This is an optimization exercise on Yosys and OpenROAD, whose aim is small area and few clock cycles per item, not a production implementation. In this exercise RTL edits were held to simulation tests only and were not proved equivalent to the original. No activity file was given, so power comes from the tool's default toggle rates. The flow treats the clock pin as an ideal source, which a real chip does not have.

==> design/flow/design.v <==
package video_ram_pkg;
	localparam int unsigned DEF_PIXELS_PER_LINE = 64;
	localparam int unsigned DEF_BURST_LEN       = 16;
	localparam int unsigned DEF_BYTES_PER_LINE  = 4096;
	localparam logic [31:0] DEF_BASE_ADDR       = 32'h0010_0000;
	localparam int unsigned DEF_MAX_CREDITS     = 2;
	typedef logic [9:0] line_num_t;
	typedef struct packed {
		logic [7:0] red;
		logic [7:0] green;
		logic [7:0] blue;
		logic [7:0] luma;
	} pixel_t;
	typedef struct packed {
		logic      valid;
		logic      eol;
		line_num_t line_num;
		pixel_t    pix;
	} pix_in_t;
	typedef struct packed {
		logic        valid;
		logic        first;
		logic [31:0] addr;
		logic [31:0] data;
	} mem_beat_t;
	typedef struct packed {
		logic      valid;
		logic      first;
		logic [7:0] luma;
		line_num_t line_num;
	} luma_out_t;
	typedef enum logic [2:0] {
		WR_INIT       = 3'd0,
		WR_START_LINE = 3'd1,
		WR_REQUEST    = 3'd2,
		WR_WRITE      = 3'd3,
		WR_COMPLETE   = 3'd4
	} wr_state_e;
endpackage
`timescale 1ns/1ps
module video_to_ram (
	input  logic        i_clk_100_bus,
	input  logic        i_rst,
	input  logic        i_pix_valid,
	input  logic        i_pix_eol,
	input  logic [9:0]  i_pix_line_num,
	input  logic [7:0]  i_pix_red,
	input  logic [7:0]  i_pix_green,
	input  logic [7:0]  i_pix_blue,
	input  logic [7:0]  i_pix_luma,
	input  logic        i_mem_ready,
	input  logic        i_credit_return,
	output logic        o_beat_valid,
	output logic        o_beat_first,
	output logic [31:0] o_beat_addr,
	output logic [31:0] o_beat_data,
	output logic        o_luma_valid,
	output logic        o_luma_first,
	output logic [7:0]  o_luma_luma,
	output logic [9:0]  o_luma_line_num
);
	localparam int unsigned SLOTS    = 128;
	localparam int unsigned PW       = 26;
	localparam int unsigned TAP_STEP = 8;
	localparam int unsigned DLY      = TAP_STEP - 1;
	localparam logic [6:0]  TAP0     = 7'd0;
	localparam logic [6:0]  RD_POS   = TAP0 + 7'd63;
	logic [PW-1:0] pix_in;
	assign pix_in = {i_pix_red[7:2], i_pix_green[7:2], i_pix_blue[7:2], i_pix_luma};
	logic [SLOTS-1:0][PW-1:0] ring;
	logic [DLY:1][PW-1:0]     dly;
	logic [DLY:1]             dly_pend;
	logic [6:0]               wpos_q;
	logic [6:0]               rpos_q;
	logic                     in_line_q;
	logic [1:0]               line_cnt_q;
	logic                     wbank_q;
	logic                     rbank_q;
	logic [9:0]               line_num_q [2];
	logic                     beat_q;
	logic [5:0]               beat_idx_q;
	logic [1:0]               credit_q;
	logic                     mem_seen_q;
	logic          line_done;
	logic          in_line_d;
	logic          aligned;
	logic          wr;
	logic [2:0]    wsel;
	logic [PW-1:0] wdata;
	assign line_done = i_pix_valid && i_pix_eol;
	assign in_line_d = line_done ? 1'b0 : (in_line_q || i_pix_valid);
	always_comb
	begin
		wsel = '0;
		for (int i = 1; i <= DLY; i++)
			if (dly_pend[i])
				wsel = 3'(i);
	end
	assign aligned = (wpos_q[2:0] == TAP0[2:0]);
	assign wr      = aligned && (i_pix_valid || (dly_pend != '0));
	assign wdata   = (wsel == '0) ? pix_in : dly[wsel];
	logic [DLY:1] dly_keep;
	always_comb
	begin
		for (int i = 1; i <= DLY; i++)
			dly_keep[i] = dly_pend[i] && !(wr && wsel == 3'(i));
	end
	always_ff @(posedge i_clk_100_bus or posedge i_rst)
	begin
		if (i_rst)
			dly_pend <= '0;
		else
			dly_pend <= {dly_keep[DLY-1:1], i_pix_valid && !(wr && wsel == '0)};
	end
	always_ff @(posedge i_clk_100_bus)
	begin
		dly <= {dly[DLY-1:1], pix_in};
	end
	logic [SLOTS-1:0][PW-1:0] ring_d;
	always_comb
	begin
		ring_d = {ring[SLOTS-2:0], ring[SLOTS-1]};
		for (int i = 0; i < SLOTS; i += TAP_STEP)
			if (wr && wpos_q == 7'(i + int'(TAP0[2:0])))
				ring_d[i + int'(TAP0[2:0])] = wdata;
	end
	always_ff @(posedge i_clk_100_bus)
	begin
		ring <= ring_d;
	end
	always_ff @(posedge i_clk_100_bus)
	begin
		if (line_done)
			line_num_q[wbank_q] <= i_pix_line_num;
	end
	logic       burst_head;
	logic       burst_tail;
	logic       line_tail;
	logic [1:0] credit_d;
	logic [1:0] line_cnt_d;
	logic       mem_seen_d;
	logic       empty_d;
	logic [6:0] rpos_d;
	logic       beat_d;
	assign burst_head = beat_q && (beat_idx_q[3:0] == 4'd0);
	assign burst_tail = beat_q && (beat_idx_q[3:0] == 4'd15);
	assign line_tail  = beat_q && (beat_idx_q == 6'd63);
	assign credit_d   = credit_q - 2'(burst_head) + 2'(i_credit_return);
	assign line_cnt_d = line_cnt_q + 2'(line_done) - 2'(line_tail);
	assign mem_seen_d = mem_seen_q || i_mem_ready;
	assign empty_d    = (line_cnt_d == 2'd0) && !in_line_d;
	assign rpos_d     = empty_d ? (TAP0 - 7'd1) : (rpos_q + 7'(!beat_q));
	assign beat_d     = (beat_q && !burst_tail) ||
		((line_cnt_d != 2'd0) && mem_seen_d && (credit_d != 2'd0) && (rpos_d == RD_POS));
	always_ff @(posedge i_clk_100_bus or posedge i_rst)
	begin
		if (i_rst)
		begin
			wpos_q     <= TAP0;
			rpos_q     <= TAP0 - 7'd1;
			in_line_q  <= 1'b0;
			line_cnt_q <= 2'd0;
			wbank_q    <= 1'b0;
			rbank_q    <= 1'b0;
			beat_q     <= 1'b0;
			beat_idx_q <= '0;
			credit_q   <= 2'd2;
			mem_seen_q <= 1'b0;
		end
		else
		begin
			wpos_q     <= empty_d ? TAP0 : (wpos_q + 7'(!wr));
			rpos_q     <= rpos_d;
			in_line_q  <= in_line_d;
			line_cnt_q <= line_cnt_d;
			wbank_q    <= wbank_q ^ line_done;
			rbank_q    <= rbank_q ^ line_tail;
			beat_q     <= beat_d;
			beat_idx_q <= beat_idx_q + 6'(beat_q);
			credit_q   <= credit_d;
			mem_seen_q <= mem_seen_d;
		end
	end
	logic [PW-1:0] rd_pix;
	logic [9:0]    line_num;
	assign rd_pix   = ring[RD_POS];
	assign line_num = line_num_q[rbank_q];
	assign o_beat_valid    = beat_q;
	assign o_beat_first    = burst_head;
	assign o_beat_addr     = {9'd0, 3'({1'b0, line_num[9:8]} + 3'd1), line_num[7:0], 4'd0,
		beat_idx_q[5:4], 6'd0};
	assign o_beat_data     = {8'h00, rd_pix[25:20], 2'b00, rd_pix[19:14], 2'b00,
		rd_pix[13:8], 2'b00};
	assign o_luma_valid    = beat_q;
	assign o_luma_first    = beat_q && (beat_idx_q == 6'd0);
	assign o_luma_luma     = rd_pix[7:0];
	assign o_luma_line_num = line_num;
endmodule
==> design/flow/run.sh <==
#!/bin/bash
# synth_recipe.tcl (not shown) runs the flow's synth.tcl, then flattens the netlist and writes it again
# the make line also repeats each setting of config.mk as NAME=value (left out here)
make -C /OpenROAD-flow-scripts/flow DESIGN_CONFIG=/design/flow/config.mk WORK_HOME=/design/flow/orfs CLKGATE_MAP_FILE= SYNTH_SCRIPT=/design/flow/synth_recipe.tcl finish
==> design/flow/config.mk <==
export PLATFORM = sky130hd
export DESIGN_NAME = video_to_ram
export DESIGN_NICKNAME = video_to_ram
export VERILOG_FILES = /design/flow/design.v
export SDC_FILE = /design/flow/constraint.sdc
export NUM_CORES = 4
export LEC_CHECK = 0
export CAP_MARGIN = 20
export CORE_MARGIN = 2
export CORE_UTILIZATION = 40
export SLEW_MARGIN = 20
==> design/flow/constraint.sdc <==
create_clock -name core_clock -period 10.0 [get_ports {i_clk_100_bus}]
set_input_delay 2.0000 -clock core_clock [delete_from_list [all_inputs] [get_ports {i_clk_100_bus}]]
set_output_delay 2.0000 -clock core_clock [all_outputs]
set_load 0.01 [all_outputs]
==> qor.csv, run 1 <==
stage,metric,value,unit
drt,wl_met3,18.42,mm
critical_path,cp.required,10.74,ns
drt,route.met2.wl,97.52,mm
clock_network,cts_repair_resize_count,0,
floorplan,die_y,479.9,um
placement,dp_hpwl,144.8,mm
sta,max_freq,130.2,MHz
placement,place_ws,2.426,ns
critical_path,end_kind,flop,
flow_run,maxCapViolCount,0,
drt,route.detailed.drc,0,
critical_path,crit_top_cell,ha_1,
yosys,yosysWarnings,1,
critical_path,worstPathArrival,8.42,ns
yosys,synthTopCellsByArea,"dfxtp_1 (78%), o21ai_0 (1.9%), a21oi_1 (1.6%)",
cells_and_area,area_growth,17.12,%
global_route,antenna_found_initial,13,
min_path,min_path_type,flop to flop,
floorplan,dieArea,230300,um2
cells_and_area,final_nets,6975,
drt,met1_length,107.1,mm
floorplan,ios,134,
sta,slew_violations,0,
global_route,grt_first_pass_wirelength,344.2,mm
critical_path,critPathSlowestCell,o211ai_4,
floorplan,initial_core_util,40.28,%
critical_path,worstPathCellList,nor2_1 -> o21ai_4 -> nand2_2 -> clkinv_1 -> ha_1 -> xnor2_1 -> ha_1 -> fa_1 -> ha_1 -> o21a_1 -> nand3_1 -> o211ai_4 -> buf_12 -> o22ai_1 -> mux2i_1 -> mux2i_1 -> o211ai_1 -> o21ai_0 -> a2111oi_4 -> buf_4 -> o31ai_1,
placement,portBuffers,94,
drt,vias,51180,
clock_network,h-tree-depth,5,
critical_path,cp-start-kind,flop,
sta,setup_tns,0,ns
sta,period_share,76.80,%
critical_path,critPathKind,flop to flop,
clock_network,insertion_delay,0.93,ns
yosys,synth_top_area_share,77.57,%
yosys,synth-main-ff-cell,dfxtp_1,
sta,period_needed,7.680,ns
critical_path,path_max_fanout,52,
drt,wl_per_cell,23.10,um
clock_network,cts-root-buf,clkbuf_16,
global_route,grt_util_all_layers,20.02,%
sta,setup_viol,0,
drt,ant_nets,0,
yosys,netlist_top_cells_count,"dfxtp_1 (3510), nor2_1 (384), nand2_1 (340), o21ai_0 (336), a21oi_1 (298)",
yosys,synth_edf_count,20,
floorplan,rows,174,
global_route,grt_pass1_vias,50720,
critical_path,critPathMaxStageDelay,0.79,ns
pwr,ir_drop,0.0004175,V
sta,setup_ws,2.320,ns
clock_network,postCtsHoldBufs,0,
drt,drtIter0Drc,5141,
placement,gp_congestion,1.007,
drt,wirelength,234.4,mm
floorplan,die-width,479.9,um
yosys,synth_area,90590,um2
drt,vias_per_cell,5.045,
yosys,yosys.cell_types.count,103,
sta,hold_violations,0,
clock_network,cts_setup_buffers,0,
yosys,synth_area_leader_cell,dfxtp_1,
pwr,p_leak,41.55,nW
global_route,grt_max_degree,156,
yosys,async_flop_share,1.010,%
sta,worst_pin_slew,1.300,ns
clock_network,numCtsBuffers,337,
sta,fin_skew,0.05517,ns
clock_network,clk_pin_slew,0.06,ns
pwr,power_density,392.0,nW/um2
yosys,synth_seq_cells,3566,
sta,slew_headroom,13.33,%
sta,rsz0062_at_grt,false,
drt,top_layer,met5,
floorplan,core_area,224900,um2
drt,first_pass_iters,8,
yosys,syn_avg_cell_area,13.53,um2
clock_network,cts_buffer_depth,4,
yosys,synthCells,6697,
clock_network,cts_num_sinks,3566,
run_status,outcome,no timing/DRC/antenna violations,
global_route,overflow,0,
yosys,yosys.cell_count.top_type,dfxtp_1,
cells_and_area,drive_gt1_share,12.85,%
yosys,ys_seq_area_share,79.24,%
clock_network,cts_tree,yes,
==> kinds of logic after synthesis <==
kind of cell,after synthesis,share of synthesized area (%)
compound gates,1294,9.215
xor+xnor,27,0.2611
fa+ha+maj,29,0.4171
buf+inv,440,2.417
flops,3566,79.24
mux,185,2.746
other cells,1,0.004140
simple gates,1155,5.702
==> worst max-delay path: cells and delay by family, from the launching register on <==
kind	cells	cell delay, ns
multiplexers	2	0.62
buffers and inverters	3	0.87
XOR/XNOR	1	0.42
adder cells (fa/ha/maj)	4	1.66
AO/OA/AOI/OAI	8	2.86
AND/OR/NAND/NOR	3	0.56
flip-flops	1	0.46
==> placed cells by master, fill, tap and decap left out, drive strengths merged, types with 26 or more instances in the layout <==
master,n
mux4,43
a31oi,27
bufinv,26
dfrtp,28
nand4,33
dfxtp,3510
mux2i,64
a21oi,320
a211oi,33
inv,36
o221ai,32
conb,33
nor2,387
nand2,340
o31ai,28
and3,37
a22oi,92
o21ai,359
nor3,57
mux2,78
clkinv,53
ha,27
nand3,219
o211ai,42
clkdlybuf4s50,94
buf,146
a221oi,33
o22ai,153
clkbuf,488
==> layer usage <==
layer  GRT usage (%)  vias to the layer above
met2           28.77                     2128
met4           9.798                        8
met5               0                        -
li1                -                    23290
met3           5.047                      623
met1           28.00                    25140
==> sequential cells by signal, summed over array words and instances (netlist names) <==
| signal | cells |
|---|---|
| mem_seen_q | 1 |
| line_num_q | 20 |
| rpos_q | 7 |
| ring | 3328 |
| credit_q | 2 |
| line_cnt_q | 2 |
| beat_idx_q | 6 |
| rbank_q | 1 |
| dly_pend | 7 |
| in_line_q | 1 |
| beat_q | 1 |
| dly | 182 |
| wpos_q | 7 |
| wbank_q | 1 |
==> stage by stage <==
step	area [um2]	total power, W	utilization (%)	hold WS [ns]	instances
2_1_floorplan	90710	0.02261	-	0.3096	6729
3_3_place_gp	94840	0.02903	42.17	0.3097	9550
3_5_place_dp	94850	0.02894	42.17	0.3121	9551
4_1_cts	106100	0.04172	47.17	0.2849	10140
5_1_grt	106100	0.04298	47.17	0.2905	10140
6_report	106100	0.04159	47.18	0.2837	10150
==> final timing paths <==
check                                  from    endpoint  slack [ns]  depth (start not counted)
worst max-delay path            dly_pend[4]  ring[1885]        2.32                         21
max in group asynchronous             i_rst   wpos_q[4]        8.08                          3
min in group asynchronous             i_rst  mem_seen_q        1.53                          3
worst max register to register  dly_pend[4]  ring[1885]        2.32                         21
worst min-delay path              ring[459]   ring[485]        0.28                          0
worst min register to register    ring[459]   ring[485]        0.28                          0
==> area by class of cell <==
cell class,instances,area [um2]
antenna,8,20.02
clock buffer,488,9977
clock inverter,99,1250
fill,19530,118800
inverter,30,116.4
multi-input combinational,2723,17080
sequential,3566,71780
tap,2992,3744
timing repair buffer,240,2135
==> report_power, final <==
part	internal, W	switching, W
combinational	0.00297	0.00914
sequential	0.0162	0.000564
clock	0.00759	0.00508
total	0.0268	0.0148
Testbench counts, summed over its fixed seeds: cycles 20,992, lines 320.
==> inputs of run 2 (changes only) <==
--- a/design/flow/design.v
+++ b/design/flow/design.v
@@ -64,7 +64,7 @@
 	localparam int unsigned TAP_STEP = 8;
 	localparam int unsigned DLY      = TAP_STEP - 1;
 	localparam logic [6:0]  TAP0     = 7'd0;
-	localparam logic [6:0]  RD_POS   = TAP0 + 7'd63;
+	localparam logic [6:0]  RD_POS   = TAP0 + 7'd62;
 	logic [PW-1:0] pix_in;
 	assign pix_in = {i_pix_red[7:2], i_pix_green[7:2], i_pix_blue[7:2], i_pix_luma};
 	logic [SLOTS-1:0][PW-1:0] ring;
@@ -83,10 +83,14 @@
 	logic                     mem_seen_q;
 	logic          line_done;
 	logic          in_line_d;
-	logic          aligned;
-	logic          wr;
+	logic          empty_d;
+	logic [6:0]    wpos_d;
+	logic          take;
 	logic [2:0]    wsel;
+	logic [DLY:1]  dly_keep;
 	logic [PW-1:0] wdata;
+	logic [PW-1:0] wdata_q;
+	logic          wr_q;
 	assign line_done = i_pix_valid && i_pix_eol;
 	assign in_line_d = line_done ? 1'b0 : (in_line_q || i_pix_valid);
 	always_comb
@@ -96,33 +100,51 @@
 			if (dly_pend[i])
 				wsel = 3'(i);
 	end
-	assign aligned = (wpos_q[2:0] == TAP0[2:0]);
-	assign wr      = aligned && (i_pix_valid || (dly_pend != '0));
-	assign wdata   = (wsel == '0) ? pix_in : dly[wsel];
-	logic [DLY:1] dly_keep;
+	assign wpos_d = empty_d ? (TAP0 - 7'd1) : (wpos_q + 7'(!wr_q));
+	always_comb
+	begin
+		case (wsel)
+			3'd1:    wdata = dly[1];
+			3'd2:    wdata = dly[2];
+			3'd3:    wdata = dly[3];
+			3'd4:    wdata = dly[4];
+			3'd5:    wdata = dly[5];
+			3'd6:    wdata = dly[6];
+			3'd7:    wdata = dly[7];
+			default: wdata = pix_in;
+		endcase
+	end
+	assign take   = (wpos_d[2:0] == TAP0[2:0]) && (i_pix_valid || (dly_pend != '0));
 	always_comb
 	begin
 		for (int i = 1; i <= DLY; i++)
-			dly_keep[i] = dly_pend[i] && !(wr && wsel == 3'(i));
+			dly_keep[i] = dly_pend[i] && !(take && wsel == 3'(i));
 	end
 	always_ff @(posedge i_clk_100_bus or posedge i_rst)
 	begin
 		if (i_rst)
+		begin
 			dly_pend <= '0;
+			wr_q     <= 1'b0;
+		end
 		else
-			dly_pend <= {dly_keep[DLY-1:1], i_pix_valid && !(wr && wsel == '0)};
+		begin
+			dly_pend <= {dly_keep[DLY-1:1], i_pix_valid && !(take && wsel == '0)};
+			wr_q     <= take;
+		end
 	end
 	always_ff @(posedge i_clk_100_bus)
 	begin
 		dly <= {dly[DLY-1:1], pix_in};
+		wdata_q <= wdata;
 	end
 	logic [SLOTS-1:0][PW-1:0] ring_d;
 	always_comb
 	begin
 		ring_d = {ring[SLOTS-2:0], ring[SLOTS-1]};
 		for (int i = 0; i < SLOTS; i += TAP_STEP)
-			if (wr && wpos_q == 7'(i + int'(TAP0[2:0])))
-				ring_d[i + int'(TAP0[2:0])] = wdata;
+			if (wr_q && wpos_q == 7'(i + int'(TAP0[2:0])))
+				ring_d[i + int'(TAP0[2:0])] = wdata_q;
 	end
 	always_ff @(posedge i_clk_100_bus)
 	begin
@@ -139,7 +161,6 @@
 	logic [1:0] credit_d;
 	logic [1:0] line_cnt_d;
 	logic       mem_seen_d;
-	logic       empty_d;
 	logic [6:0] rpos_d;
 	logic       beat_d;
 	assign burst_head = beat_q && (beat_idx_q[3:0] == 4'd0);
@@ -149,15 +170,15 @@
 	assign line_cnt_d = line_cnt_q + 2'(line_done) - 2'(line_tail);
 	assign mem_seen_d = mem_seen_q || i_mem_ready;
 	assign empty_d    = (line_cnt_d == 2'd0) && !in_line_d;
-	assign rpos_d     = empty_d ? (TAP0 - 7'd1) : (rpos_q + 7'(!beat_q));
+	assign rpos_d     = empty_d ? (TAP0 - 7'd2) : (rpos_q + 7'(!beat_q));
 	assign beat_d     = (beat_q && !burst_tail) ||
 		((line_cnt_d != 2'd0) && mem_seen_d && (credit_d != 2'd0) && (rpos_d == RD_POS));
 	always_ff @(posedge i_clk_100_bus or posedge i_rst)
 	begin
 		if (i_rst)
 		begin
-			wpos_q     <= TAP0;
-			rpos_q     <= TAP0 - 7'd1;
+			wpos_q     <= TAP0 - 7'd1;
+			rpos_q     <= TAP0 - 7'd2;
 			in_line_q  <= 1'b0;
 			line_cnt_q <= 2'd0;
 			wbank_q    <= 1'b0;
@@ -169,7 +190,7 @@
 		end
 		else
 		begin
-			wpos_q     <= empty_d ? TAP0 : (wpos_q + 7'(!wr));
+			wpos_q     <= wpos_d;
 			rpos_q     <= rpos_d;
 			in_line_q  <= in_line_d;
 			line_cnt_q <= line_cnt_d;
--- a/design/flow/config.mk
+++ b/design/flow/config.mk
@@ -8,4 +8,6 @@
 export CAP_MARGIN = 20
 export CORE_MARGIN = 2
 export CORE_UTILIZATION = 40
+export CTS_CLUSTER_DIAMETER = 70
+export CTS_CLUSTER_SIZE = 24
 export SLEW_MARGIN = 20
==> qor.csv, run 2 <==
stage,metric,value,unit,change
critical_path,crit_family,flip-flops,,was compound AO/OA/AOI/OAI gates
flow_run,maxCapViolCount,0,,unchanged
drt,wl_per_cell,15.02,um,was 23.10 um
drt,first_pass_iters,5,,was 8
floorplan,rows,164,,was 174
yosys,yosys.cell_types.count,56,,was 103
sta,fin_skew,0.05074,ns,was 0.05517 ns
cells_and_area,final_common_cell,dfxtp_1,,unchanged
global_route,overflow,0,,unchanged
sta,holdWs,0.2918,ns,was 0.2837 ns
cells_and_area,final_nets,4744,,was 6975
global_route,grt_first_pass_wirelength,174.5,mm,was 344.2 mm
critical_path,critPathKind,flop to output port,,was flop to flop
sta,rsz0062_at_grt,false,,unchanged
drt,drtIter0Drc,1454,,was 5141
placement,dp_hpwl,57.65,mm,was 144.8 mm
clock_network,postCtsHoldBufs,0,,unchanged
drt,route.detailed.drc,0,,unchanged
run_status,outcome,no timing/DRC/antenna violations,,unchanged
critical_path,critPathMaxStageDelay,0.64,ns,was 0.79 ns
clock_network,clk_pin_slew,0.08,ns,was 0.06 ns
placement,portBuffers,94,,unchanged
clock_network,cts_setup_buffers,0,,unchanged
min_path,min_path_type,flop to flop,,unchanged
yosys,synth-main-ff-cell,dfxtp_1,,unchanged
clock_network,insertion_delay,0.82,ns,was 0.93 ns
drt,ant_nets,0,,unchanged
yosys,synth_seq_cells,3593,,was 3566
cells_and_area,drive_gt1_share,15.28,%,was 12.85%
floorplan,initial_core_util,40.29,%,was 40.28%
critical_path,worstPathArrival,2.63,ns,was 8.42 ns
sta,setup_tns,0,ns,unchanged
yosys,ys_seq_area_share,89.82,%,was 79.24%
clock_network,cts_repair_resize_count,0,,unchanged
yosys,synth_top_area_share,87.90,%,was 77.57%
yosys,synth_area_leader_cell,dfxtp_1,,unchanged
clock_network,cts_tree,yes,,unchanged
pwr,ir_drop,0.0001931,V,was 0.0004175 V
drt,vias,29490,,was 51180
yosys,yosysWarnings,1,,unchanged
cells_and_area,area_growth,10.84,%,was 17.12%
yosys,syn_avg_cell_area,17.81,um2,was 13.53 um2
clock_network,h-tree-depth,4,,was 5
yosys,yosys.cell_count.top_type,dfxtp_1,,unchanged
sta,max_freq,215.8,MHz,was 130.2 MHz
yosys,synthCells,4522,,was 6697
critical_path,end_kind,output port,,was flop
yosys,synthTopCellsByArea,"dfxtp_1 (88%), mux2_2 (6.2%), edfxtp_1 (0.75%)",,"was dfxtp_1 (78%), o21ai_0 (1.9%), a21oi_1 (1.6%)"
cells_and_area,largest_register_ffs,3328,,unchanged
clock_network,cts_num_sinks,3593,,was 3566
clock_network,numCtsBuffers,176,,was 337
sta,hold_violations,0,,unchanged
sta,period_share,46.34,%,was 76.80%
critical_path,path_max_fanout,11,,was 52
drt,vias_per_cell,3.994,,was 5.045
cells_and_area,largest_registers,"ring x3328, dly x182, wdata_q x26",,"was ring x3328, dly x182, line_num_q x20"
yosys,synth_area,80530,um2,was 90590 um2
sta,slew_violations,0,,unchanged
floorplan,ios,134,,unchanged
yosys,async_flop_share,1.030,%,was 1.010%
floorplan,dieArea,204900,um2,was 230300 um2
cells_and_area,regMostFlops,ring,,unchanged
floorplan,die-width,452.7,um,was 479.9 um
critical_path,crit_buf_inv,1,,was 3
global_route,grt_util_all_layers,10.89,%,was 20.02%
clock_network,cts-root-buf,clkbuf_16,,unchanged
drt,wirelength,110.9,mm,was 234.4 mm
global_route,antenna_found_initial,3,,was 13
placement,gp_congestion,0.7159,,was 1.007
pwr,p_leak,35.65,nW,was 41.55 nW
sta,slew_headroom,24.93,%,was 13.33%
cells_and_area,post-route-util,44.66,%,was 47.18%
global_route,grt_max_degree,46,,was 156
pwr,power,0.02341,W,was 0.04159 W
placement,dp_cells,7161,,was 9551
critical_path,cp-start-kind,flop,,unchanged
critical_path,critPathSlowestCell,dfrtp_1,,was o211ai_4
floorplan,core_area,199900,um2,was 224900 um2
clock_network,cts_buffer_depth,3,,was 4
cells_and_area,n_fill_cell,17230,,was 19530
cells_and_area,layoutNonFillerInstCount,7382,,was 10150
sta,setup_viol,0,,unchanged
cells_and_area,final_cell_mix,"dfxtp_1 (3536), mux2_2 (440), clkbuf_16 (176)",,"was dfxtp_1 (3510), nor2_1 (362), clkbuf_16 (347)"
critical_path,worstPathCellList,mux2_2 -> ha_1 -> clkdlybuf4s50_1,,was nor2_1 -> o21ai_4 -> nand2_2 -> clkinv_1 -> ha_1 -> xnor2_1 -> ha_1 -> fa_1 -> ha_1 -> o21a_1 -> nand3_1 -> o211ai_4 -> buf_12 -> o22ai_1 -> mux2i_1 -> mux2i_1 -> o211ai_1 -> o21ai_0 -> a2111oi_4 -> buf_4 -> o31ai_1
floorplan,die_y,452.7,um,was 479.9 um
sta,period_needed,4.634,ns,was 7.680 ns
critical_path,cp.required,8.00,ns,was 10.74 ns
yosys,synth_edf_count,20,,unchanged
sta,worst_pin_slew,1.125,ns,was 1.300 ns
yosys,netlist_top_cells_count,"dfxtp_1 (3536), mux2_2 (440), buf_4 (74), clkbuf_1 (51), nor2_1 (37)",,"was dfxtp_1 (3510), nor2_1 (384), nand2_1 (340), o21ai_0 (336), a21oi_1 (298)"
pwr,power_density,262.2,nW/um2,was 392.0 nW/um2
global_route,grt_pass1_vias,29990,,was 50720
-- run 2: cell types whose count changed after synthesis, moves of 72 or more --
cell / before / now
clkbuf_1: 215 / 51
o21ai_0: 336 / 1
nand3_1: 218 / 20
a21oi_1: 298 / 0
mux2_2: 78 / 440
nor2_1: 384 / 37
a22oi_1: 91 / 19
nand2_1: 340 / 36
o22ai_1: 152 / 1
-- run 2: cells by family (layout without fill, tap and decap cells) --
| kind of cell | Yosys count | after routing | synth area share [%] |
|---|---|---|---|
| buf+inv | 180 | 350 | 1.307 |
| mux | 446 | 446 | 6.233 |
| flops | 3593 | 3593 | 89.82 |
| xor+xnor | 18 | 18 | 0.2144 |
| fa+ha+maj | 13 | 13 | 0.2020 |
| compound gates | 106 | 106 | 1.074 |
| other cells | 1 | 35 | 0.004657 |
| simple gates | 165 | 165 | 1.147 |
-- run 2: area by class of cell --
cell class                 instances  area, um2  share of cell area, %
sequential                      3593      72330                  81.04
multi-input combinational        781       7311                  8.191
clock buffer                     186       4492                  5.032
tap                             2656       3323                  3.723
timing repair buffer             116       1106                  1.239
clock inverter                    33      631.9                 0.7079
inverter                          15      56.30                0.06308
antenna                            2      5.005               0.005607
-- run 2: through the flow --
stage	area [um2]	setup WS [ns]
finish	89260	5.366
global route	89260	5.222
CTS	89250	5.240
detailed placement	84130	5.362
global placement	84130	5.365
floorplan	80650	6.365
-- run 2: worst paths after layout --
path	startpoint	end	slack [ns]	depth (start not counted)
min in group asynchronous	i_rst	beat_idx_q[3]	1.59	3
hold reg to reg	ring[1340]	ring[1366]	0.29	0
setup / recovery	rbank_q	o_beat_addr[21]	5.37	3
hold / removal	ring[1340]	ring[1366]	0.29	0
max in group asynchronous	i_rst	dly_pend[7]	8.04	3
setup reg to reg	dly_pend[7]	wdata_q[3]	6.28	5
-- run 2: power breakdown --
group          internal, W  switching, W  total (W)
logic             0.000276      0.000344   0.000620
clock network      0.00337       0.00428    0.00765
registers           0.0147      0.000484     0.0151
-- run 2: worst register-to-register path: cells and delay by family (launching register included) --
kind	cells	cell delay, ns
AO/OA/AOI/OAI	1	0.27
flip-flops	1	0.73
AND/OR/NAND/NOR	2	1.64
buffers and inverters	2	1.00
-- run 2: metal layers --
layer	vias to the layer above	global-route usage [%]	part of all wire, %
li1	14670	-	-
met1	14250	15.42	51
met2	358	16.46	43
met3	211	2.245	3.2
met4	0	3.974	3.0
met5	-	0	0
Testbench counts of run 2, summed over its fixed seeds: cycles 20,992, lines 320.
==> inputs of run 3 (changes only) <==
--- a/design/flow/config.mk
+++ b/design/flow/config.mk
@@ -7,7 +7,7 @@
 export LEC_CHECK = 0
 export CAP_MARGIN = 20
 export CORE_MARGIN = 2
-export CORE_UTILIZATION = 40
+export CORE_UTILIZATION = 65
 export CTS_CLUSTER_DIAMETER = 70
-export CTS_CLUSTER_SIZE = 24
+export CTS_CLUSTER_SIZE = 36
 export SLEW_MARGIN = 20
==> qor.csv, run 3 <==
stage,metric,value,unit,change
clock_network,cts_repair_resize_count,0,,unchanged
sta,slew_violations,0,,unchanged
pwr,ir_drop,0.0002186,V,was 0.0001931 V
global_route,grt_use_met3,2.766,%,was 2.245%
yosys,yosys.cell_types.count,56,,unchanged
floorplan,die_y,356.0,um,was 452.7 um
yosys,yosys.cell_count.top_type,dfxtp_1,,unchanged
critical_path,cp-start-kind,flop,,unchanged
sta,worst_pin_slew,1.047,ns,was 1.125 ns
critical_path,worstPathArrival,2.65,ns,was 2.63 ns
cells_and_area,multi_input_area,7292,um2,was 7311 um2
min_path,min_path_type,flop to flop,,unchanged
floorplan,ios,134,,unchanged
drt,vias_per_cell,4.560,,was 3.994
sta,period_needed,4.652,ns,was 4.634 ns
clock_network,cts_buffer_depth,3,,unchanged
placement,portBuffers,94,,unchanged
drt,ant_nets,0,,unchanged
yosys,synth_edf_count,20,,unchanged
global_route,grt_first_pass_wirelength,165.6,mm,was 174.5 mm
cells_and_area,ff_latch_area,72330,um2,about the same
sta,setup_viol,0,,unchanged
sta,slew_headroom,29.98,%,was 24.93%
yosys,synth-main-ff-cell,dfxtp_1,,unchanged
global_route,gr-usage-met2,24.03,%,was 16.46%
cells_and_area,diodes,0,,was 2
yosys,synth_area_leader_cell,dfxtp_1,,unchanged
critical_path,path_max_fanout,11,,unchanged
cells_and_area,final_common_cell,dfxtp_1,,unchanged
global_route,busiest_layer,met1,,was met2
sta,hold_violations,0,,unchanged
floorplan,dieArea,126700,um2,was 204900 um2
drt,wl_per_cell,16.51,um,was 15.02 um
flow_run,maxCapViolCount,0,,unchanged
drt,route.detailed.drc,0,,unchanged
placement,gp_congestion,0.7052,,was 0.7159
clock_network,cts-root-buf,clkbuf_16,,unchanged
critical_path,cp.required,8.00,ns,about the same
floorplan,die-width,356.0,um,was 452.7 um
yosys,syn_avg_cell_area,17.81,um2,unchanged
yosys,async_flop_share,1.030,%,unchanged
global_route,met1_usage,26.81,%,was 15.42%
cells_and_area,final_cell_mix,"dfxtp_1 (3536), mux2_2 (440), clkbuf_16 (143)",,"was dfxtp_1 (3536), mux2_2 (440), clkbuf_16 (176)"
sta,rsz0062_at_grt,false,,unchanged
critical_path,end_kind,output port,,unchanged
sta,max_freq,214.9,MHz,was 215.8 MHz
floorplan,rows,129,,was 164
global_route,overflow,0,,unchanged
yosys,ys_seq_area_share,89.82,%,unchanged
cells_and_area,area_growth,8.705,%,was 10.84%
cells_and_area,largest_registers,"ring x3328, dly x182, wdata_q x26",,unchanged
global_route,grt_util_all_layers,16.96,%,was 10.89%
clock_network,numCtsBuffers,138,,was 176
clock_network,clk_pin_slew,0.11,ns,was 0.08 ns
yosys,netlist_top_cells_count,"dfxtp_1 (3536), mux2_2 (440), buf_4 (74), clkbuf_1 (51), nor2_1 (37)",,unchanged
pwr,power_density,263.1,nW/um2,was 262.2 nW/um2
cells_and_area,regMostFlops,ring,,unchanged
yosys,yosysWarnings,1,,unchanged
cells_and_area,drive_gt1_share,15.56,%,was 15.28%
yosys,synth_top_area_share,87.90,%,unchanged
cells_and_area,largest_register_ffs,3328,,unchanged
global_route,grt_pass1_vias,28740,,was 29990
sta,period_share,46.52,%,was 46.34%
yosys,synth_area,80530,um2,unchanged
critical_path,critPathKind,flop to output port,,unchanged
clock_network,postCtsHoldBufs,0,,unchanged
floorplan,initial_core_util,65.31,%,was 40.29%
clock_network,cts_tree,yes,,unchanged
global_route,antenna_found_initial,1,,was 3
cells_and_area,n_fill_cell,8054,,was 17230
yosys,synthCells,4522,,unchanged
clock_network,insertion_delay,0.79,ns,was 0.82 ns
cells_and_area,final_area,87540,um2,was 89260 um2
drt,drtIter0Drc,1584,,was 1454
yosys,synth_seq_cells,3593,,unchanged
placement,dp_hpwl,55.90,mm,was 57.65 mm
clock_network,cts_num_sinks,3593,,unchanged
yosys,synthTopCellsByArea,"dfxtp_1 (88%), mux2_2 (6.2%), edfxtp_1 (0.75%)",,unchanged
clock_network,cts_setup_buffers,0,,unchanged
drt,first_pass_iters,6,,was 5
sta,setup_tns,0,ns,unchanged
floorplan,core_area,123300,um2,was 199900 um2
drt,vias,29090,,was 29490
global_route,grt_max_degree,46,,unchanged
clock_network,h-tree-depth,4,,unchanged
pwr,p_leak,35.42,nW,was 35.65 nW
sta,holdWs,0.2860,ns,was 0.2918 ns
run_status,outcome,no timing/DRC/antenna violations,,unchanged
drt,wirelength,105.3,mm,was 110.9 mm
placement,placed_cell_area,82860,um2,was 84130 um2
sta,fin_skew,0.03736,ns,was 0.05074 ns
cells_and_area,final_nets,4710,,was 4744
==> run 3: cell counts after synthesis <==
Identical to the previous run, type by type.
==> run 3: cell families after synthesis <==
kind of cell | Yosys count | share of synthesized area (%)
AND/OR/NAND/NOR | 165 | 1.147
other | 1 | 0.004657
buffers and inverters | 180 | 1.307
adder cells (fa/ha/maj) | 13 | 0.2020
AO/OA/AOI/OAI | 106 | 1.074
XOR/XNOR | 18 | 0.2144
flip-flops | 3593 | 89.82
multiplexers | 446 | 6.233
==> run 3: worst paths after layout <==
| check | depth (start not counted) | to | slack, ns | startpoint |
|---|---|---|---|---|
| max reg2reg | 7 | wdata_q[9] | 6.84 | dly_pend[7] |
| max in group asynchronous | 3 | wpos_q[5] | 8.00 | i_rst |
| min reg2reg | 0 | ring[1952] | 0.29 | ring[1926] |
| min in group asynchronous | 3 | beat_idx_q[5] | 1.63 | i_rst |
| min | 0 | ring[1952] | 0.29 | ring[1926] |
| max | 3 | o_beat_addr[21] | 5.35 | rbank_q |
==> run 3: metrics by stage <==
stage	instances	utilization [%]	power (W)	setup slack, ns
6_report	6379	70.99	0.02304	5.348
5_1_grt	6379	70.99	0.02387	5.205
4_1_cts	6379	70.99	0.02326	5.255
3_5_place_dp	6146	67.20	0.01612	5.124
3_3_place_gp	6146	67.20	0.01611	5.146
2_1_floorplan	4554	-	0.01567	6.365
==> run 3: cell type report <==
type	count	share of cell area, %
clock buffers	157	4.239
well taps	1637	2.340
multi-input cells	781	8.330
repair buffers	120	1.298
flip-flops and latches	3593	82.63
inverters	15	0.06432
clock inverters	76	1.103
==> run 3: report_power, final <==
group	internal (W)	switching (W)	total, W
logic	0.000275	0.000349	0.000623
clock network	0.00306	0.00420	0.00727
registers	0.0147	0.000481	0.0151
total	0.0180	0.00503	0.0230
==> run 3: routing by layer <==
| layer | wire length [um] | vias to the layer above |
|---|---|---|
| met2 | 42500 | 283 |
| met3 | 3007 | 157 |
| met1 | 57460 | 13990 |
| li1 | - | 14650 |
| met5 | 0 | - |
| met4 | 2374 | 0 |
==> run 3: worst max-delay path, cell delays in order, from the launching register on <==
cell             delay (ns)
dfrtp_1                0.66
mux2_2                 0.41
ha_1                   0.28
clkdlybuf4s50_1        0.53
==> inputs of run 4 (changes only) <==
--- a/design/flow/config.mk
+++ b/design/flow/config.mk
@@ -7,7 +7,7 @@
 export LEC_CHECK = 0
 export CAP_MARGIN = 20
 export CORE_MARGIN = 2
-export CORE_UTILIZATION = 65
-export CTS_CLUSTER_DIAMETER = 70
-export CTS_CLUSTER_SIZE = 36
+export CORE_UTILIZATION = 40
+export CTS_CLUSTER_DIAMETER = 80
+export CTS_CLUSTER_SIZE = 30
 export SLEW_MARGIN = 20
==> qor.csv, run 4 <==
stage,metric,value,unit,change
run_status,outcome,no timing/DRC/antenna violations,,unchanged
sta,slew_violations,0,,unchanged
placement,portBuffers,94,,unchanged
clock_network,cts_buffer_depth,3,,unchanged
yosys,synth_seq_cells,3593,,unchanged
clock_network,cts_tree,yes,,unchanged
pwr,power_density,256.2,nW/um2,was 263.1 nW/um2
pwr,swShare,21.85,%,was 21.84%
clock_network,cts_repair_resize_count,0,,unchanged
pwr,p_leak,35.21,nW,was 35.42 nW
sta,fin_skew,0.03780,ns,was 0.03736 ns
sta,slew_headroom,23.61,%,was 29.98%
sta,period_needed,4.673,ns,was 4.652 ns
sta,setup_tns,0,ns,unchanged
drt,vias,29250,,was 29090
yosys,synthCells,4522,,unchanged
floorplan,dieArea,204900,um2,was 126700 um2
pwr,p_switching,0.004946,W,was 0.005032 W
cells_and_area,area_growth,9.681,%,was 8.705%
sta,hold_violations,0,,unchanged
yosys,async_flop_share,1.030,%,unchanged
critical_path,critPathKind,flop to output port,,unchanged
cells_and_area,drive_gt1_share,14.58,%,was 15.56%
global_route,antenna_found_initial,3,,was 1
pwr,p_int,0.01769,W,was 0.01800 W
placement,place_ws,5.362,ns,was 5.124 ns
clock_network,h-tree-depth,4,,unchanged
floorplan,die-width,452.7,um,was 356.0 um
cells_and_area,final_cell_mix,"dfxtp_1 (3536), mux2_2 (440), clkbuf_16 (145)",,"was dfxtp_1 (3536), mux2_2 (440), clkbuf_16 (143)"
pwr,clkPwrFrac,30.3,%,was 31.5%
critical_path,end_kind,output port,,unchanged
cells_and_area,final_nets,4712,,was 4710
floorplan,rows,164,,was 129
drt,vias_per_cell,3.983,,was 4.560
min_path,min_path_type,flop to flop,,unchanged
yosys,ys_seq_area_share,89.82,%,unchanged
yosys,synth_top_area_share,87.90,%,unchanged
sta,setup_ws,5.327,ns,was 5.348 ns
floorplan,die_y,452.7,um,was 356.0 um
drt,wirelength,110.0,mm,was 105.3 mm
clock_network,numCtsBuffers,143,,was 138
yosys,synth_area,80530,um2,unchanged
pwr,combPwrFrac,2.7,%,about the same
pwr,ir_drop,0.0001517,V,was 0.0002186 V
global_route,grt_pass1_vias,29600,,was 28740
sta,period_share,46.73,%,was 46.52%
drt,route.detailed.drc,0,,unchanged
critical_path,path_max_fanout,11,,unchanged
cells_and_area,regMostFlops,ring,,unchanged
clock_network,cts-root-buf,clkbuf_16,,unchanged
cells_and_area,final_common_cell,dfxtp_1,,unchanged
critical_path,cp-start-kind,flop,,unchanged
clock_network,cts_num_sinks,3593,,unchanged
yosys,synth-main-ff-cell,dfxtp_1,,unchanged
sta,worst_pin_slew,1.145,ns,was 1.047 ns
clock_network,insertion_delay,0.82,ns,was 0.79 ns
drt,first_pass_iters,8,,was 6
cells_and_area,largest_registers,"ring x3328, dly x182, wdata_q x26",,unchanged
yosys,yosys.cell_count.top_type,dfxtp_1,,unchanged
critical_path,worstPathArrival,2.67,ns,was 2.65 ns
sta,max_freq,214.0,MHz,was 214.9 MHz
clock_network,postCtsHoldBufs,0,,unchanged
yosys,yosys.cell_types.count,56,,unchanged
critical_path,critPathMaxStageDelay,0.65,ns,was 0.66 ns
drt,ant_nets,0,,unchanged
critical_path,critPathSlowestCell,dfrtp_1,,unchanged
yosys,synthTopCellsByArea,"dfxtp_1 (88%), mux2_2 (6.2%), edfxtp_1 (0.75%)",,unchanged
floorplan,initial_core_util,40.29,%,was 65.31%
critical_path,cp.required,8.00,ns,about the same
global_route,grt_max_degree,46,,unchanged
pwr,seqPwrFrac,66.9,%,was 65.7%
yosys,yosysWarnings,1,,unchanged
placement,dp_hpwl,57.65,mm,was 55.90 mm
floorplan,core_area,199900,um2,was 123300 um2
sta,setup_viol,0,,unchanged
placement,gp_congestion,0.7159,,was 0.7052
sta,holdWs,0.3082,ns,was 0.2860 ns
global_route,grt_first_pass_wirelength,172.6,mm,was 165.6 mm
clock_network,clk_pin_slew,0.11,ns,about the same
flow_run,maxCapViolCount,0,,unchanged
global_route,overflow,0,,unchanged
clock_network,cts_setup_buffers,0,,unchanged
floorplan,ios,134,,unchanged
sta,rsz0062_at_grt,false,,unchanged
drt,wl_per_cell,14.98,um,was 16.51 um
yosys,synth_area_leader_cell,dfxtp_1,,unchanged
yosys,netlist_top_cells_count,"dfxtp_1 (3536), mux2_2 (440), buf_4 (74), clkbuf_1 (51), nor2_1 (37)",,unchanged
cells_and_area,largest_register_ffs,3328,,unchanged
yosys,synth_edf_count,20,,unchanged
yosys,syn_avg_cell_area,17.81,um2,unchanged
global_route,grt_util_all_layers,10.78,%,was 16.96%
drt,drtIter0Drc,1642,,was 1584
critical_path,worstPathCellList,mux2_2 -> ha_1 -> clkdlybuf4s50_1,,unchanged
==> run 4: cell type report <==
type / count / area (um2)
antenna: 2 / 5.005
clock buffer: 153 / 3679
clock inverter: 27 / 494.2
fill: 17290 / 111500
inverter: 15 / 56.30
multi-input combinational: 781 / 7311
sequential: 3593 / 72330
tap: 2656 / 3323
timing repair buffer: 117 / 1126
==> run 4: worst max-delay path, delay by kind of cell (launching register included) <==
family,cells,cell delay [ns]
buf+inv,1,0.52
mux,1,0.41
flops,1,0.65
fa+ha+maj,1,0.27
==> run 4: power groups by stage <==
stage          clock network (W)  registers [W]  logic, W
2_1_floorplan                  0         0.0151  0.000568
3_3_place_gp                   0         0.0155  0.000615
3_5_place_dp                   0         0.0155  0.000627
4_1_cts                  0.00712         0.0152  0.000633
5_1_grt                  0.00761         0.0152  0.000682
6_report                 0.00687         0.0151  0.000622
==> run 4: kinds of logic (layout without fill, tap and decap cells) <==
logic type / after synthesis / after routing / synth area share (%)
other: 1 / 35 / 0.004657
DFF: 3593 / 3593 / 89.82
xor gates and xnor gates: 18 / 18 / 0.2144
buffers and inverters: 180 / 312 / 1.307
and+or+nand+nor: 165 / 165 / 1.147
adders and majority gates: 13 / 13 / 0.2020
AOI/OAI and AO/OA: 106 / 106 / 1.074
muxes: 446 / 446 / 6.233
==> run 4: path summary, 6_finish.rpt <==
path                             startpoint              end  slack [ns]  cells past startpoint
worst max-delay path                rbank_q  o_beat_addr[21]        5.33                      3
worst min-delay path             ring[1512]       ring[1538]        0.31                      0
worst max register to register  dly_pend[7]       wdata_q[3]        6.25                      5
worst min register to register   ring[1512]       ring[1538]        0.31                      0
max in group asynchronous             i_rst        wpos_q[2]        8.03                      3
min in group asynchronous             i_rst    beat_idx_q[5]        1.57                      3
==> run 4: stage by stage <==
stage | instances | area (um2) | power [W] | util, %
after floorplan | 4554 | 80650 | 0.01567 | -
after global placement | 7161 | 84130 | 0.01610 | 42.09
after detailed placement | 7161 | 84130 | 0.01612 | 42.09
after CTS | 7341 | 88300 | 0.02292 | 44.18
after global routing | 7344 | 88330 | 0.02351 | 44.19
final | 7344 | 88330 | 0.02263 | 44.19
==> run 4: per-layer routing <==
metal  global-route usage [%]  vias to the layer above  share of wire, %
met5                        0                        -                 0
met4                    4.042                        0               3.0
met3                    2.018                      188               2.9
met2                    16.28                      304                43
met1                    15.36                    14150                51
li1                         -                    14610                 -
==> inputs of run 5 (changes only) <==
--- a/design/flow/design.v
+++ b/design/flow/design.v
@@ -63,7 +63,7 @@
 	localparam int unsigned PW       = 26;
 	localparam int unsigned TAP_STEP = 8;
 	localparam int unsigned DLY      = TAP_STEP - 1;
-	localparam logic [6:0]  TAP0     = 7'd0;
+	localparam logic [6:0]  TAP0     = 7'd2;
 	localparam logic [6:0]  RD_POS   = TAP0 + 7'd62;
 	logic [PW-1:0] pix_in;
 	assign pix_in = {i_pix_red[7:2], i_pix_green[7:2], i_pix_blue[7:2], i_pix_luma};
@@ -143,8 +143,11 @@
 	begin
 		ring_d = {ring[SLOTS-2:0], ring[SLOTS-1]};
 		for (int i = 0; i < SLOTS; i += TAP_STEP)
+		begin
 			if (wr_q && wpos_q == 7'(i + int'(TAP0[2:0])))
-				ring_d[i + int'(TAP0[2:0])] = wdata_q;
+				ring_d[i + int'(TAP0[2:0])] = (((i / TAP_STEP) % 2) == 0) ? ~wdata_q : wdata_q;
+			ring_d[i + int'(TAP0[2:0])] = ~ring_d[i + int'(TAP0[2:0])];
+		end
 	end
 	always_ff @(posedge i_clk_100_bus)
 	begin
@@ -204,7 +207,7 @@
 	end
 	logic [PW-1:0] rd_pix;
 	logic [9:0]    line_num;
-	assign rd_pix   = ring[RD_POS];
+	assign rd_pix   = (((int'(RD_POS) - int'(TAP0[2:0])) / TAP_STEP) % 2 == 1) ? ~ring[RD_POS] : ring[RD_POS];
 	assign line_num = line_num_q[rbank_q];
 	assign o_beat_valid    = beat_q;
 	assign o_beat_first    = burst_head;
--- a/design/flow/config.mk
+++ b/design/flow/config.mk
@@ -8,6 +8,6 @@
 export CAP_MARGIN = 20
 export CORE_MARGIN = 2
 export CORE_UTILIZATION = 40
-export CTS_CLUSTER_DIAMETER = 80
-export CTS_CLUSTER_SIZE = 30
+export CTS_CLUSTER_DIAMETER = 90
+export CTS_CLUSTER_SIZE = 34
 export SLEW_MARGIN = 20
==> qor.csv, run 5 <==
stage,metric,value,unit,change
clock_network,cts_setup_buffers,0,,unchanged
clock_network,insertion_delay,0.77,ns,was 0.82 ns
clock_network,h-tree-depth,3,,was 4
sta,setup_ws,5.161,ns,was 5.327 ns
yosys,synth_top_area_share,88.86,%,was 87.90%
yosys,synth_area_leader_cell,dfxtp_1,,unchanged
drt,vias,30010,,was 29250
global_route,gr-usage-met2,16.22,%,was 16.28%
sta,period_share,48.39,%,was 46.73%
yosys,synth_seq_cells,3593,,unchanged
yosys,synth-main-ff-cell,dfxtp_1,,unchanged
sta,setup_tns,0,ns,unchanged
clock_network,numCtsBuffers,117,,was 143
drt,vias_per_cell,3.991,,was 3.983
pwr,power_density,255.7,nW/um2,was 256.2 nW/um2
cells_and_area,final_common_cell,dfxtp_1,,unchanged
global_route,met1_usage,16.39,%,was 15.36%
floorplan,ios,134,,unchanged
drt,ant_nets,0,,unchanged
drt,drtIter0Drc,1631,,was 1642
yosys,netlist_top_cells_count,"dfxtp_1 (3536), nor2_1 (282), a21oi_1 (209), mux2i_1 (209), clkbuf_1 (83)",,"was dfxtp_1 (3536), mux2_2 (440), buf_4 (74), clkbuf_1 (51), nor2_1 (37)"
yosys,syn_avg_cell_area,16.65,um2,was 17.81 um2
drt,first_pass_iters,6,,was 8
global_route,busiest_layer,met1,,was met2
sta,fin_skew,0.02522,ns,was 0.03780 ns
drt,wl_per_cell,14.88,um,was 14.98 um
run_status,outcome,no timing/DRC/antenna violations,,unchanged
clock_network,cts_num_sinks,3593,,unchanged
global_route,antenna_found_initial,7,,was 3
yosys,ys_seq_area_share,90.78,%,was 89.82%
pwr,p_leak,35.15,nW,was 35.21 nW
critical_path,path_max_fanout,11,,unchanged
sta,max_freq,206.7,MHz,was 214.0 MHz
critical_path,cp-start-kind,flop,,unchanged
floorplan,rows,163,,was 164
yosys,yosys.cell_count.top_type,dfxtp_1,,unchanged
yosys,synthCells,4785,,was 4522
critical_path,end_kind,output port,,unchanged
global_route,grt_use_met3,1.907,%,was 2.018%
sta,setup_viol,0,,unchanged
critical_path,worstPathArrival,2.84,ns,was 2.67 ns
cells_and_area,final_cell_mix,"dfxtp_1 (3536), nor2_1 (282), mux2i_1 (209), a21oi_1 (209), clkbuf_16 (119)",,"was dfxtp_1 (3536), mux2_2 (440), clkbuf_16 (145)"
floorplan,die-width,450.3,um,was 452.7 um
placement,gp_congestion,0.7149,,was 0.7159
cells_and_area,area_growth,8.571,%,was 9.681%
critical_path,cp.required,8.00,ns,about the same
global_route,grt_pass1_vias,29990,,was 29600
floorplan,dieArea,202700,um2,was 204900 um2
clock_network,cts_repair_resize_count,0,,unchanged
cells_and_area,final_nets,4924,,was 4712
floorplan,die_y,450.3,um,was 452.7 um
sta,slew_headroom,29.28,%,was 23.61%
clock_network,postCtsHoldBufs,0,,unchanged
sta,worst_pin_slew,1.059,ns,was 1.145 ns
clock_network,clk_pin_slew,0.11,ns,about the same
drt,route.detailed.drc,0,,unchanged
global_route,overflow,0,,unchanged
placement,place_ws,5.174,ns,was 5.362 ns
global_route,grt_util_all_layers,10.99,%,was 10.78%
critical_path,critPathKind,flop to output port,,unchanged
critical_path,reg2reg_depth,6,,was 5
cells_and_area,ff_latch_area,72320,um2,was 72330 um2
global_route,grt_max_degree,53,,was 46
sta,slew_violations,0,,unchanged
placement,portBuffers,94,,unchanged
sta,hold_violations,0,,unchanged
yosys,synthTopCellsByArea,"dfxtp_1 (89%), mux2i_1 (2.6%), nor2_1 (1.3%)",,"was dfxtp_1 (88%), mux2_2 (6.2%), edfxtp_1 (0.75%)"
sta,period_needed,4.839,ns,was 4.673 ns
yosys,async_flop_share,1.030,%,unchanged
min_path,min_path_type,flop to flop,,unchanged
sta,rsz0062_at_grt,false,,unchanged
yosys,synth_area,79660,um2,was 80530 um2
min_path,min_path_cells,0,,unchanged
cells_and_area,regMostFlops,ring,,unchanged
yosys,synth_edf_count,20,,unchanged
clock_network,cts-root-buf,clkbuf_16,,unchanged
cells_and_area,largest_registers,"ring x3328, dly x182, wdata_q x26",,unchanged
global_route,grt_first_pass_wirelength,174.7,mm,was 172.6 mm
flow_run,maxCapViolCount,0,,unchanged
cells_and_area,multi_input_area,6456,um2,was 7311 um2
floorplan,initial_core_util,40.31,%,was 40.29%
cells_and_area,n_fill_cell,17200,,was 17290
yosys,yosys.cell_types.count,61,,was 56
floorplan,core_area,197600,um2,was 199900 um2
yosys,yosysWarnings,1,,unchanged
cells_and_area,drive_gt1_share,4.100,%,was 14.58%
placement,dp_hpwl,60.93,mm,was 57.65 mm
clock_network,cts_buffer_depth,3,,unchanged
drt,wirelength,111.9,mm,was 110.0 mm
clock_network,cts_tree,yes,,unchanged
cells_and_area,largest_register_ffs,3328,,unchanged
pwr,ir_drop,0.0001598,V,was 0.0001517 V
run 5: cell types whose count changed after synthesis, moves of 25 or more:
| cell | change |
|---|---|
| inv_1 | +25 |
| buf_4 | -25 |
| nor2_1 | +245 |
| a21oi_1 | +209 |
| mux2_2 | -419 |
| buf_1 | +26 |
| clkbuf_1 | +32 |
| mux2i_1 | +207 |
run 5: path summary, 6_finish.rpt:
path,startpoint,to,slack [ns]
setup reg to reg,dly_pend[7],wdata_q[6],6.69
min in group asynchronous,i_rst,mem_seen_q,1.63
hold reg to reg,ring[1308],ring[1334],0.32
max in group asynchronous,i_rst,wpos_q[0],8.00
hold / removal,ring[1308],ring[1334],0.32
setup / recovery,rbank_q,o_beat_addr[21],5.16
run 5: routing by layer:
| metal | vias to the layer above | wire length [um] |
|---|---|---|
| li1 | 15150 | - |
| met1 | 14370 | 59400 |
| met2 | 317 | 46160 |
| met3 | 177 | 3360 |
| met4 | 0 | 2979 |
| met5 | - | 0 |
run 5: metrics by stage:
step | hold WS (ns) | instances | utilization [%] | total power (W) | cell area, um2
global route | 0.3178 | 7520 | 43.77 | 0.02297 | 86490
finish | 0.3203 | 7520 | 43.77 | 0.02212 | 86490
floorplan | 0.3096 | 4817 | - | 0.01601 | 79780
global placement | 0.3096 | 7384 | 42.16 | 0.01641 | 83320
detailed placement | 0.3121 | 7384 | 42.16 | 0.01644 | 83320
CTS | 0.3212 | 7518 | 43.76 | 0.02235 | 86480
run 5: kinds of logic after synthesis:
kind of cell / count (synthesis) / synth area share [%]
DFF: 3593 / 90.78
and+or+nand+nor: 390 / 2.124
AOI/OAI and AO/OA: 312 / 2.389
muxes: 230 / 2.923
buffers and inverters: 228 / 1.360
xor gates and xnor gates: 18 / 0.2167
adders and majority gates: 13 / 0.2042
other: 1 / 0.004707
run 5: cell type report:
class	count	area share (%)
clock inverters	9	0.1808
inverters	39	0.1693
well taps	2640	3.819
clock buffers	125	3.469
diodes	2	0.005787
repair buffers	116	1.279
flip-flops and latches	3593	83.61
multi-input cells	996	7.465
run 5: power by group:
group          internal, W  leakage (nW)  switching (W)  total, W
Combinational     0.000285          3.91       0.000360  0.000645
Clock              0.00219          1.54        0.00383   0.00603
Sequential          0.0149          29.7       0.000549    0.0154
run 5: worst max-delay path: stages, from the launching register on:
cell	delay (ns)
dfrtp_1	0.81
mux2_2	0.44
ha_1	0.28
clkdlybuf4s50_1	0.54
Testbench counts of run 5, summed over its fixed seeds: cycles 20,992, lines 320.
==> inputs of run 6 (changes only) <==
--- a/design/flow/config.mk
+++ b/design/flow/config.mk
@@ -7,7 +7,7 @@
 export LEC_CHECK = 0
 export CAP_MARGIN = 20
 export CORE_MARGIN = 2
-export CORE_UTILIZATION = 40
-export CTS_CLUSTER_DIAMETER = 90
+export CORE_UTILIZATION = 45
+export CTS_CLUSTER_DIAMETER = 75
 export CTS_CLUSTER_SIZE = 34
 export SLEW_MARGIN = 20
==> qor.csv, run 6 <==
stage,metric,value,unit,change
placement,gp_congestion,0.6968,,was 0.7149
sta,setup_viol,0,,unchanged
global_route,grt_max_degree,53,,unchanged
clock_network,h-tree-depth,4,,was 3
clock_network,insertion_delay,0.81,ns,was 0.77 ns
drt,route.detailed.drc,0,,unchanged
pwr,power_density,261.8,nW/um2,was 255.7 nW/um2
drt,met1_length,58.69,mm,was 59.40 mm
yosys,synthTopCellsByArea,"dfxtp_1 (89%), mux2i_1 (2.6%), nor2_1 (1.3%)",,unchanged
clock_network,cts_buffer_depth,3,,unchanged
clock_network,cts_setup_buffers,0,,unchanged
yosys,synth_area_leader_cell,dfxtp_1,,unchanged
floorplan,core_area,176100,um2,was 197600 um2
critical_path,path_max_fanout,11,,unchanged
yosys,ys_seq_area_share,90.78,%,unchanged
clock_network,numCtsBuffers,130,,was 117
min_path,min_path_type,flop to flop,,unchanged
cells_and_area,final_cell_mix,"dfxtp_1 (3536), nor2_1 (282), mux2i_1 (209), a21oi_1 (209), clkbuf_16 (135)",,"was dfxtp_1 (3536), nor2_1 (282), mux2i_1 (209), a21oi_1 (209), clkbuf_16 (119)"
yosys,async_flop_share,1.030,%,unchanged
sta,slew_headroom,29.31,%,was 29.28%
global_route,antenna_found_initial,6,,was 7
global_route,overflow,0,,unchanged
min_path,min_path_cells,0,,unchanged
floorplan,ios,134,,unchanged
drt,first_pass_iters,5,,was 6
global_route,grt_util_all_layers,12.14,%,was 10.99%
yosys,yosys.cell_count.top_type,dfxtp_1,,unchanged
global_route,grt_pass1_vias,29640,,was 29990
clock_network,cts_repair_resize_count,0,,unchanged
sta,fin_skew,0.02795,ns,was 0.02522 ns
cells_and_area,final_nets,4936,,was 4924
drt,top_layer,met4,,unchanged
clock_network,cts_num_sinks,3593,,unchanged
yosys,yosys.cell_types.count,61,,unchanged
drt,ant_nets,0,,unchanged
drt,drtIter0Drc,1589,,was 1631
placement,portBuffers,94,,unchanged
floorplan,initial_core_util,45.23,%,was 40.31%
clock_network,cts-root-buf,clkbuf_16,,unchanged
cells_and_area,largest_register_ffs,3328,,unchanged
sta,setup_tns,0,ns,unchanged
cells_and_area,regMostFlops,ring,,unchanged
sta,period_needed,4.749,ns,was 4.839 ns
critical_path,r2r_setup_slack,6.82,ns,was 6.69 ns
drt,vias_per_cell,4.126,,was 3.991
yosys,synth_top_area_share,88.86,%,unchanged
floorplan,dieArea,180400,um2,was 202700 um2
sta,max_freq,210.6,MHz,was 206.7 MHz
drt,vias,29940,,was 30010
cells_and_area,area_growth,8.996,%,was 8.571%
yosys,synth-main-ff-cell,dfxtp_1,,unchanged
sta,period_share,47.49,%,was 48.39%
critical_path,worstPathArrival,2.75,ns,was 2.84 ns
drt,route.met2.wl,44.08,mm,was 46.16 mm
critical_path,critPathKind,flop to output port,,unchanged
yosys,syn_avg_cell_area,16.65,um2,unchanged
run_status,outcome,no timing/DRC/antenna violations,,unchanged
sta,hold_violations,0,,unchanged
pwr,p_leak,35.48,nW,was 35.15 nW
critical_path,reg2reg_depth,6,,unchanged
cells_and_area,drive_gt1_share,4.865,%,was 4.100%
critical_path,cp-start-kind,flop,,unchanged
yosys,synth_seq_cells,3593,,unchanged
critical_path,r2r-start,wpos_q[2],,was dly_pend[7]
critical_path,end_kind,output port,,unchanged
yosys,yosysWarnings,1,,unchanged
flow_run,maxCapViolCount,0,,unchanged
floorplan,die-width,424.7,um,was 450.3 um
critical_path,r2r_end,ring[2151],,was wdata_q[6]
clock_network,clk_pin_slew,0.11,ns,about the same
yosys,synthCells,4785,,unchanged
cells_and_area,largest_registers,"ring x3328, dly x182, wdata_q x26",,unchanged
drt,wl_met3,3.757,mm,was 3.360 mm
sta,holdWs,0.3094,ns,was 0.3203 ns
min_path,min_from,ring[3256],,was ring[1308]
pwr,ir_drop,0.0001626,V,was 0.0001598 V
yosys,netlist_top_cells_count,"dfxtp_1 (3536), nor2_1 (282), a21oi_1 (209), mux2i_1 (209), clkbuf_1 (83)",,unchanged
global_route,grt_first_pass_wirelength,170.9,mm,was 174.7 mm
yosys,synth_area,79660,um2,unchanged
sta,slew_violations,0,,unchanged
sta,worst_pin_slew,1.059,ns,about the same
drt,wirelength,109.0,mm,was 111.9 mm
drt,wl_per_cell,15.02,um,was 14.88 um
critical_path,cp.required,8.00,ns,about the same
sta,rsz0062_at_grt,false,,unchanged
placement,dp_hpwl,58.06,mm,was 60.93 mm
cells_and_area,final_common_cell,dfxtp_1,,unchanged
min_path,hold-path-endpoint,ring[3282],,was ring[1334]
cells_and_area,post-route-util,49.30,%,was 43.77%
yosys,synth_edf_count,20,,unchanged
clock_network,cts_tree,yes,,unchanged
clock_network,postCtsHoldBufs,0,,unchanged
floorplan,rows,154,,was 163
floorplan,die_y,424.7,um,was 450.3 um
==> run 6: worst max path at each step <==
stage	start	end	slack (ns)	cells after the start
after floorplan	i_pix_valid	dly_pend[5]	6.28	9
after global placement	i_pix_valid	dly_pend[5]	5.45	10
after detailed placement	i_pix_valid	dly_pend[5]	5.44	10
after CTS	rbank_q	o_beat_addr[21]	5.12	3
after global routing	rbank_q	o_beat_addr[21]	5.06	4
final	rbank_q	o_beat_addr[21]	5.25	3
==> run 6: power breakdown <==
part	internal (W)	switching, W
registers	0.0149	0.000544
clock network	0.00259	0.00405
logic	0.000286	0.000364
total	0.0178	0.00495
==> run 6: layout make-up <==
| class | instances | area (um2) |
|---|---|---|
| antenna | 2 | 5.005 |
| clock buffer | 141 | 3421 |
| clock inverter | 29 | 457.9 |
| fill | 14740 | 89280 |
| inverter | 39 | 146.4 |
| multi-input combinational | 996 | 6452 |
| sequential | 3593 | 72320 |
| tap | 2340 | 2928 |
| timing repair buffer | 115 | 1102 |
==> run 6: logic make-up (layout without fill, tap and decap cells) <==
family,count (synthesis),count (layout),share of synthesized area (%)
flops,3593,3593,90.78
simple gates,390,390,2.124
compound gates,312,312,2.389
mux,230,230,2.923
buf+inv,228,324,1.360
xor+xnor,18,18,0.2167
fa+ha+maj,13,13,0.2042
other cells,1,35,0.004707
==> run 6: routing by layer <==
metal  vias to the layer above  GRT usage (%)
li1                      15200              -
met1                     14210          18.42
met2                       363          17.48
met3                       165          2.389
met4                         0          3.587
met5                         -              0
==> run 6: worst max-delay path, stage by stage (launching register included) <==
cell	delay, ns
dfrtp_1	0.73
mux2_2	0.43
ha_1	0.28
clkdlybuf4s50_1	0.52
==> run 6: through the flow <==
step	setup WS (ns)	area, um2	std cells	total power [W]
6_report	5.251	86830	7255	0.02273
5_1_grt	5.065	86830	7254	0.02361
4_1_cts	5.121	86820	7253	0.02299
3_5_place_dp	5.444	82950	7083	0.01644
3_3_place_gp	5.449	82930	7082	0.01641
2_1_floorplan	6.282	79780	4817	0.01601

## re-timing with driven ports
The flow's constraints put no driver on any port. The routed layouts listed below were extracted and timed again, unchanged, in two steps. Step 1 (the two cells are an assumption about what drives the block):
set clk [get_ports {i_clk_100_bus}]
set_driving_cell -lib_cell sky130_fd_sc_hd__clkbuf_16 $clk
set_driving_cell -lib_cell sky130_fd_sc_hd__buf_2 [delete_from_list [all_inputs] $clk]
Step 2 moves the port delays by t, midway between the first and last clock arrival at a register: inputs arrive t later, outputs are due t later. That takes back most of the time a late clock gives input paths. Three values: ideal ports, drivers, drivers and shift; two values: the first two.
| run | t, ns | slack for setup (ns) | latest minus earliest clock arrival (ns) | slew at the worst register clock pin (ns) |
|---|---|---|---|---|
| run 1 | 0.986 | 2.320 / 2.320 / 2.320 | 0.058 / 0.057 | 0.07 / 0.07 |
| run 2 | 0.885 | 5.366 / 5.282 / 5.441 | 0.068 / 0.068 | 0.09 / 0.09 |
| run 3 | 0.843 | 5.348 / 5.278 / 5.129 | 0.044 / 0.045 | 0.12 / 0.12 |
| run 4 | 0.886 | 5.327 / 5.240 / 5.435 | 0.050 / 0.050 | 0.11 / 0.11 |
| run 5 | 0.843 | 5.161 / 5.082 / 5.205 | 0.035 / 0.035 | 0.12 / 0.12 |
| run 6 | 0.865 | 5.251 / 5.174 / 5.453 | 0.038 / 0.039 | 0.12 / 0.12 |
After both steps every run listed still meets setup and hold. The setup slack of run 3, which loses most, moves by -0.070 ns with the drivers and by -0.219 ns with both steps.
